This design comes from an exercise in tuning for small area, a short achievable clock period and few clock cycles per item on the open sky130 flow, not from production work. The RTL was checked by simulation tests, not by an equivalence proof against the original design. Power figures rest on the tool's default switching activity, not on a simulated workload.

==> inputs of cedar <==
## gobang_move_sequencer
module gobang_move_sequencer #(
   parameter int BOARD_N = 15,
   parameter int WIN_LEN = 5
) (
   input  logic                         clk,
   input  logic                         rst_n,
   input  logic                         new_game,
   input  logic                         move_valid,
   output logic                         move_ready,
   input  logic [3:0]                   move_row,
   input  logic [3:0]                   move_col,
   output logic                         result_valid,
   output logic [1:0]                   result_code,
   output logic                         winner,
   output logic                         turn,
   output logic                         game_over,
   output logic [7:0]                   move_count,
   output logic [BOARD_N*BOARD_N-1:0]   board_black,
   output logic [BOARD_N*BOARD_N-1:0]   board_white
);
   localparam int N     = BOARD_N;
   localparam int CELLS = N * N;
   localparam int W     = WIN_LEN;
   localparam int ND    = 2 * N - 1;      
   logic             result_valid_q;
   logic [1:0]       result_code_q;
   logic             winner_q;
   logic             turn_q;
   logic             over_q;
   logic [7:0]       count_q;
   logic [CELLS-1:0] black_q;
   logic [CELLS-1:0] white_q;
   logic [N-1:0]  rsel, csel;         
   logic [ND-1:0] dsel;               
   logic [ND-1:0] asel;               
   logic [3:0] rh, rl, ch, cl;
   logic [6:0] dh, dl;                
   logic [6:0] sh, sl;                
   always_comb begin
      for (int a = 0; a < 4; a++) begin
         rh[a] = (move_row[3:2] == 2'(a));
         rl[a] = (move_row[1:0] == 2'(a));
         ch[a] = (move_col[3:2] == 2'(a));
         cl[a] = (move_col[1:0] == 2'(a));
      end
      for (int i = 0; i < N; i++) begin
         rsel[i] = rh[i / 4] & rl[i % 4];
         csel[i] = ch[i / 4] & cl[i % 4];
      end
      dh = '0; dl = '0; sh = '0; sl = '0;
      for (int a = 0; a < 4; a++)
         for (int b = 0; b < 4; b++) begin
            dh[b - a + 3] = dh[b - a + 3] | (rh[a] & ch[b]);
            dl[b - a + 3] = dl[b - a + 3] | (rl[a] & cl[b]);
            sh[a + b]     = sh[a + b]     | (rh[a] & ch[b]);
            sl[a + b]     = sl[a + b]     | (rl[a] & cl[b]);
         end
      dsel = '0;
      asel = '0;
  ...
==> module gobang_move_sequencer, before the edit <==
module gobang_move_sequencer #(
   parameter int BOARD_N = 15,
   parameter int WIN_LEN = 5
) (
   input  logic                         clk,
   input  logic                         rst_n,
   input  logic                         new_game,
   input  logic                         move_valid,
   output logic                         move_ready,
   input  logic [3:0]                   move_row,
   input  logic [3:0]                   move_col,
   output logic                         result_valid,
   output logic [1:0]                   result_code,
   output logic                         winner,
   output logic                         turn,
   output logic                         game_over,
   output logic [7:0]                   move_count,
   output logic [BOARD_N*BOARD_N-1:0]   board_black,
   output logic [BOARD_N*BOARD_N-1:0]   board_white
);
   localparam int N     = BOARD_N;
   localparam int CELLS = N * N;
   localparam int W     = WIN_LEN;
   localparam int ND    = 2 * N - 1;      
   logic             result_valid_q;
   logic [1:0]       result_code_q;
   logic             winner_q;
   logic             turn_q;
   logic             over_q;
   logic [7:0]       count_q;
   logic [CELLS-1:0] black_q;
   logic [CELLS-1:0] white_q;
   logic [N-1:0]  rsel, csel;         
   logic [ND-1:0] dsel;               
   logic [ND-1:0] asel;               
   logic [3:0] rh, rl, ch, cl;
   logic [6:0] dh, dl;                
   logic [6:0] sh, sl;                
   always_comb begin
      for (int a = 0; a < 4; a++) begin
         rh[a] = (move_row[3:2] == 2'(a));
         rl[a] = (move_row[1:0] == 2'(a));
         ch[a] = (move_col[3:2] == 2'(a));
         cl[a] = (move_col[1:0] == 2'(a));
      end
      for (int i = 0; i < N; i++) begin
         rsel[i] = rh[i / 4] & rl[i % 4];
         csel[i] = ch[i / 4] & cl[i % 4];
      end
      dh = '0; dl = '0; sh = '0; sl = '0;
      for (int a = 0; a < 4; a++)
         for (int b = 0; b < 4; b++) begin
            dh[b - a + 3] = dh[b - a + 3] | (rh[a] & ch[b]);
            dl[b - a + 3] = dl[b - a + 3] | (rl[a] & cl[b]);
            sh[a + b]     = sh[a + b]     | (rh[a] & ch[b]);
            sl[a + b]     = sl[a + b]     | (rl[a] & cl[b]);
         end
      dsel = '0;
      asel = '0;
      for (int x = 0; x < 7; x++)
         for (int y = 0; y < 7; y++) begin
            if (4*x + y - 15 + N - 1 >= 0 && 4*x + y - 15 + N - 1 < ND)
               dsel[4*x + y - 15 + N - 1] = dsel[4*x + y - 15 + N - 1] | (dh[x] & dl[y]);
            if (4*x + y < ND)
               asel[4*x + y] = asel[4*x + y] | (sh[x] & sl[y]);
         end
   end
   logic [N-1:0] row_b, row_w;
   logic         occ, legal;
   always_comb begin
      row_b = '0;
      row_w = '0;
      for (int i = 0; i < N; i++)
         for (int j = 0; j < N; j++) begin
            row_b[j] = row_b[j] | (rsel[i] & black_q[i*N + j]);
            row_w[j] = row_w[j] | (rsel[i] & white_q[i*N + j]);
         end
      occ   = |(csel & (row_b | row_w));
      legal = (|rsel) && (|csel) && !occ;
   end
   logic [CELLS-1:0] mine;
   logic [N-1:0]     line_h, line_v, line_d, line_a;
   logic [N-1:0]     new_h, new_v, new_d, new_a;
   logic             win_h, win_v, win_d, win_a, win;
   always_comb begin
      mine   = turn_q ? white_q : black_q;
      line_h = turn_q ? row_w : row_b;
      line_v = '0;
      line_d = '0;
      line_a = '0;
      for (int i = 0; i < N; i++)
         for (int j = 0; j < N; j++) begin
            line_v[i] = line_v[i] | (csel[j] & mine[i*N + j]);
            if (j - i >= -(N - W) && j - i <= N - W)
               line_d[i] = line_d[i] | (dsel[j - i + N - 1] & mine[i*N + j]);
            if (i + j >= W - 1 && i + j <= 2*N - 1 - W)
               line_a[i] = line_a[i] | (asel[i + j] & mine[i*N + j]);
         end
      new_h = line_h | csel;
      new_v = line_v | rsel;
      new_d = line_d | rsel;
      new_a = line_a | rsel;
      win_h = 1'b0;
      win_v = 1'b0;
      win_d = 1'b0;
      win_a = 1'b0;
      for (int k = 0; k + W <= N; k++) begin
         win_h = win_h | (&new_h[k +: W]);
         win_v = win_v | (&new_v[k +: W]);
         win_d = win_d | (&new_d[k +: W]);
         win_a = win_a | (&new_a[k +: W]);
      end
      win = win_h | win_v | win_d | win_a;
   end
   logic take, place;
   logic [N-1:0] cb, cw;              
   assign move_ready = !over_q;
   assign take       = move_valid && !over_q && !new_game;
   assign place      = take && legal;
   assign cb         = csel & {N{take && !turn_q}};
   assign cw         = csel & {N{take &&  turn_q}};
   always_ff @(posedge clk or negedge rst_n) begin
      if (!rst_n) begin
         result_valid_q <= 1'b0;
         result_code_q  <= 2'd0;
         winner_q       <= 1'b0;
         turn_q         <= 1'b0;
         over_q         <= 1'b0;
         count_q        <= 8'd0;
      end else if (new_game) begin
         result_valid_q <= 1'b0;
         result_code_q  <= 2'd0;
         winner_q       <= 1'b0;
         turn_q         <= 1'b0;
         over_q         <= 1'b0;
         count_q        <= 8'd0;
      end else begin
         result_valid_q <= take;
         if (take) begin
            if (!legal) begin
               result_code_q <= 2'd3;
            end else begin
               count_q <= count_q + 8'd1;
               if (win) begin
                  result_code_q <= 2'd1;
                  winner_q      <= turn_q;
                  over_q        <= 1'b1;
               end else if (count_q == 8'(CELLS - 1)) begin
                  result_code_q <= 2'd2;
                  over_q        <= 1'b1;
               end else begin
                  result_code_q <= 2'd0;
                  turn_q        <= !turn_q;
               end
            end
         end
      end
   end
   always_ff @(posedge clk or negedge rst_n) begin
      if (!rst_n) begin
         black_q <= '0;
         white_q <= '0;
      end else begin
         for (int i = 0; i < N; i++)
            for (int j = 0; j < N; j++) begin
               black_q[i*N + j] <= (black_q[i*N + j] && !new_game) || (rsel[i] && cb[j] && !white_q[i*N + j]);
               white_q[i*N + j] <= (white_q[i*N + j] && !new_game) || (rsel[i] && cw[j] && !black_q[i*N + j]);
            end
      end
   end
   assign result_valid = result_valid_q;
   assign result_code  = result_code_q;
   assign winner       = winner_q;
   assign turn         = turn_q;
   assign game_over    = over_q;
   assign move_count   = count_q;
   assign board_black  = black_q;
   assign board_white  = white_q;
endmodule
==> flow/config.mk <==
export PLATFORM = sky130hd
export DESIGN_NAME = gobang_move_sequencer
export DESIGN_NICKNAME = gobang_move_sequencer
export VERILOG_FILES = /design/flow/design.v
export SDC_FILE = /design/flow/constraint.sdc
export NUM_CORES = 4
export LEC_CHECK = 0
export ABC_AREA = 1
export CAP_MARGIN = 30
export CORE_MARGIN = 2
export CORE_UTILIZATION = 46
export PLACE_DENSITY = 0.62
export SLEW_MARGIN = 30
==> flow/constraint.sdc <==
create_clock -name core_clock -period 12.0 [get_ports {clk}]
set_input_delay 2.4000 -clock core_clock [delete_from_list [all_inputs] [get_ports {clk}]]
set_output_delay 2.4000 -clock core_clock [all_outputs]
set_load 0.01 [all_outputs]
standard.sh (not shown) runs the stock make flow with config.mk's settings and CLKGATE_MAP_FILE= SYNTH_SCRIPT=/design/flow/synth_recipe.tcl, a recipe that flattens the netlist after the stock synthesis.
==> flow/flow/run.sh <==
#!/bin/bash
# Standard ORFS layout, with the port buffers made from the smallest buffer cell
# and timing repair aiming 7 ns below the clock period.
set -euo pipefail
export BUFFER_PORTS_ARGS="-buffer_cell sky130_fd_sc_hd__buf_1"
export SETUP_SLACK_MARGIN=7
bash standard.sh > flow.log 2>&1
==> inputs of indigo, as changes to cedar <==
--- a/flow/design.v
+++ b/flow/design.v
@@ -34,34 +34,15 @@
    logic [ND-1:0] dsel;               
    logic [ND-1:0] asel;               
-   logic [3:0] rh, rl, ch, cl;
-   logic [6:0] dh, dl;                
-   logic [6:0] sh, sl;                
    always_comb begin
-      for (int a = 0; a < 4; a++) begin
-         rh[a] = (move_row[3:2] == 2'(a));
-         rl[a] = (move_row[1:0] == 2'(a));
-         ch[a] = (move_col[3:2] == 2'(a));
-         cl[a] = (move_col[1:0] == 2'(a));
+      for (int i = 0; i < N; i++) begin
+         rsel[i] = (move_row == 4'(i));
+         csel[i] = (move_col == 4'(i));
       end
-      for (int i = 0; i < N; i++) begin
-         rsel[i] = rh[i / 4] & rl[i % 4];
-         csel[i] = ch[i / 4] & cl[i % 4];
-      end
-      dh = '0; dl = '0; sh = '0; sl = '0;
-      for (int a = 0; a < 4; a++)
-         for (int b = 0; b < 4; b++) begin
-            dh[b - a + 3] = dh[b - a + 3] | (rh[a] & ch[b]);
-            dl[b - a + 3] = dl[b - a + 3] | (rl[a] & cl[b]);
-            sh[a + b]     = sh[a + b]     | (rh[a] & ch[b]);
-            sl[a + b]     = sl[a + b]     | (rl[a] & cl[b]);
-         end
       dsel = '0;
       asel = '0;
-      for (int x = 0; x < 7; x++)
-         for (int y = 0; y < 7; y++) begin
-            if (4*x + y - 15 + N - 1 >= 0 && 4*x + y - 15 + N - 1 < ND)
-               dsel[4*x + y - 15 + N - 1] = dsel[4*x + y - 15 + N - 1] | (dh[x] & dl[y]);
-            if (4*x + y < ND)
-               asel[4*x + y] = asel[4*x + y] | (sh[x] & sl[y]);
+      for (int i = 0; i < N; i++)
+         for (int j = 0; j < N; j++) begin
+            dsel[j - i + N - 1] = dsel[j - i + N - 1] | (rsel[i] & csel[j]);
+            asel[i + j]         = asel[i + j]         | (rsel[i] & csel[j]);
          end
    end
@@ -118,6 +99,6 @@
    assign take       = move_valid && !over_q && !new_game;
    assign place      = take && legal;
-   assign cb         = csel & {N{take && !turn_q}};
-   assign cw         = csel & {N{take &&  turn_q}};
+   assign cb         = csel & {N{place && !turn_q}};
+   assign cw         = csel & {N{place &&  turn_q}};
    always_ff @(posedge clk or negedge rst_n) begin
       if (!rst_n) begin
@@ -164,6 +145,6 @@
          for (int i = 0; i < N; i++)
             for (int j = 0; j < N; j++) begin
-               black_q[i*N + j] <= (black_q[i*N + j] && !new_game) || (rsel[i] && cb[j] && !white_q[i*N + j]);
-               white_q[i*N + j] <= (white_q[i*N + j] && !new_game) || (rsel[i] && cw[j] && !black_q[i*N + j]);
+               black_q[i*N + j] <= (black_q[i*N + j] && !new_game) || (rsel[i] && cb[j]);
+               white_q[i*N + j] <= (white_q[i*N + j] && !new_game) || (rsel[i] && cw[j]);
             end
       end
==> flow/flow/run.sh (replaced) <==
#!/bin/bash
# Standard ORFS layout, with the port buffers made from the smallest buffer cell.
set -euo pipefail
export BUFFER_PORTS_ARGS="-buffer_cell sky130_fd_sc_hd__buf_1"
bash standard.sh > flow.log 2>&1
--- a/flow/config.mk
+++ b/flow/config.mk
@@ -6,8 +6,6 @@
 export NUM_CORES = 4
 export LEC_CHECK = 0
-export ABC_AREA = 1
-export CAP_MARGIN = 30
+export CAP_MARGIN = 20
 export CORE_MARGIN = 2
-export CORE_UTILIZATION = 46
-export PLACE_DENSITY = 0.62
-export SLEW_MARGIN = 30
+export CORE_UTILIZATION = 40
+export SLEW_MARGIN = 20
==> comparison table <==
| quantity | cedar | indigo |
|---|---|---|
| Status | complete, no violations | complete, no violations |
| Parity-gate share of the synthesized area counting xor and xnor cells | 0.0005836 | 0.001429 |
| Core Region | 64460 um^2 | 75950 um^2 |
| Worst vdd rail ir drop | 0.0001302 V | 0.0001413 V |
| Crit-path most repeated cell | sky130_fd_sc_hd__nand2_1 | sky130_fd_sc_hd__buf_4 |
| Initial antenna violation count | 20 | 53 |
| Seq group | 1.58 mW | 1.59 mW |
| Via density | 7.380 | 8.219 |
| Post-Syn Area per Cell | 6.875 um^2 | 8.658 um^2 |
| Met3 Track Usage GR | 0.3617 | 0.4496 |
| CP max stage delay | 410 ps | 1120 ps |
| Worst endpoint required time | 12560 ps | 12530 ps |
| Share of the synthesized area in the top cell type | 0.3868 | 0.3788 |
| Overall global routing resource usage | 0.6345 | 0.6562 |
| Pre-CTS setup slack | 5364 ps | 2909 ps |
| DP Wirelength | 160.4 mm | 200.1 mm |
| Register-to-register path setup slack | 7120 ps | 5260 ps |
| Final estimated routing congestion in global placement | 1.170 | 1.235 |
| Design internal power | 2.768 mW | 2.589 mW |
| Levels on crit path | 22 | 14 |
| Combinational logic power | 483 uW | 485 uW |
| Vias after detailed routing | 42.31k | 41.22k |
| WHS | 490.6 ps | 580.5 ps |
| P_leak | 15.71 nW | 13.12 nW |
| Floorplan die width | 259.4 um | 280.8 um |
Testbench counts of cedar, summed over its fixed seeds: cycles 5,179, moves 5,091.
Testbench counts of indigo, summed over its fixed seeds: cycles 5,179, moves 5,091.

[static timing again, ports no longer ideal]
How much do the figures lean on ideal ports? The routed layouts below were timed once more, with nothing changed but the port constraints.
Step 1 assumes that a clkbuf_16 drives the clock port and a buf_2 every other input.
Step 2 times the ports against the registers' clock, not the clock port: input delays grow and output delays shrink by t, the midpoint of the rising clock arrivals with the driver on.
a / b / c = ideal / step 1 / step 2; a / b = the first two.
| run | shift t [ns] | slack for setup (ns) | worst setup path after step 2 | cell pins on the clock port's net |
|---|---|---|---|---|
| cedar | 0.712 | 6.942 / 6.992 / 6.281 | input to register | 1 |
| indigo | 0.745 | 2.941 / 2.992 / 2.247 | input to register | 1 |
After both steps setup and hold are still met in every run listed. For indigo, which loses most, drivers alone change the setup slack by +0.051 ns; drivers and shift together by -0.694 ns.
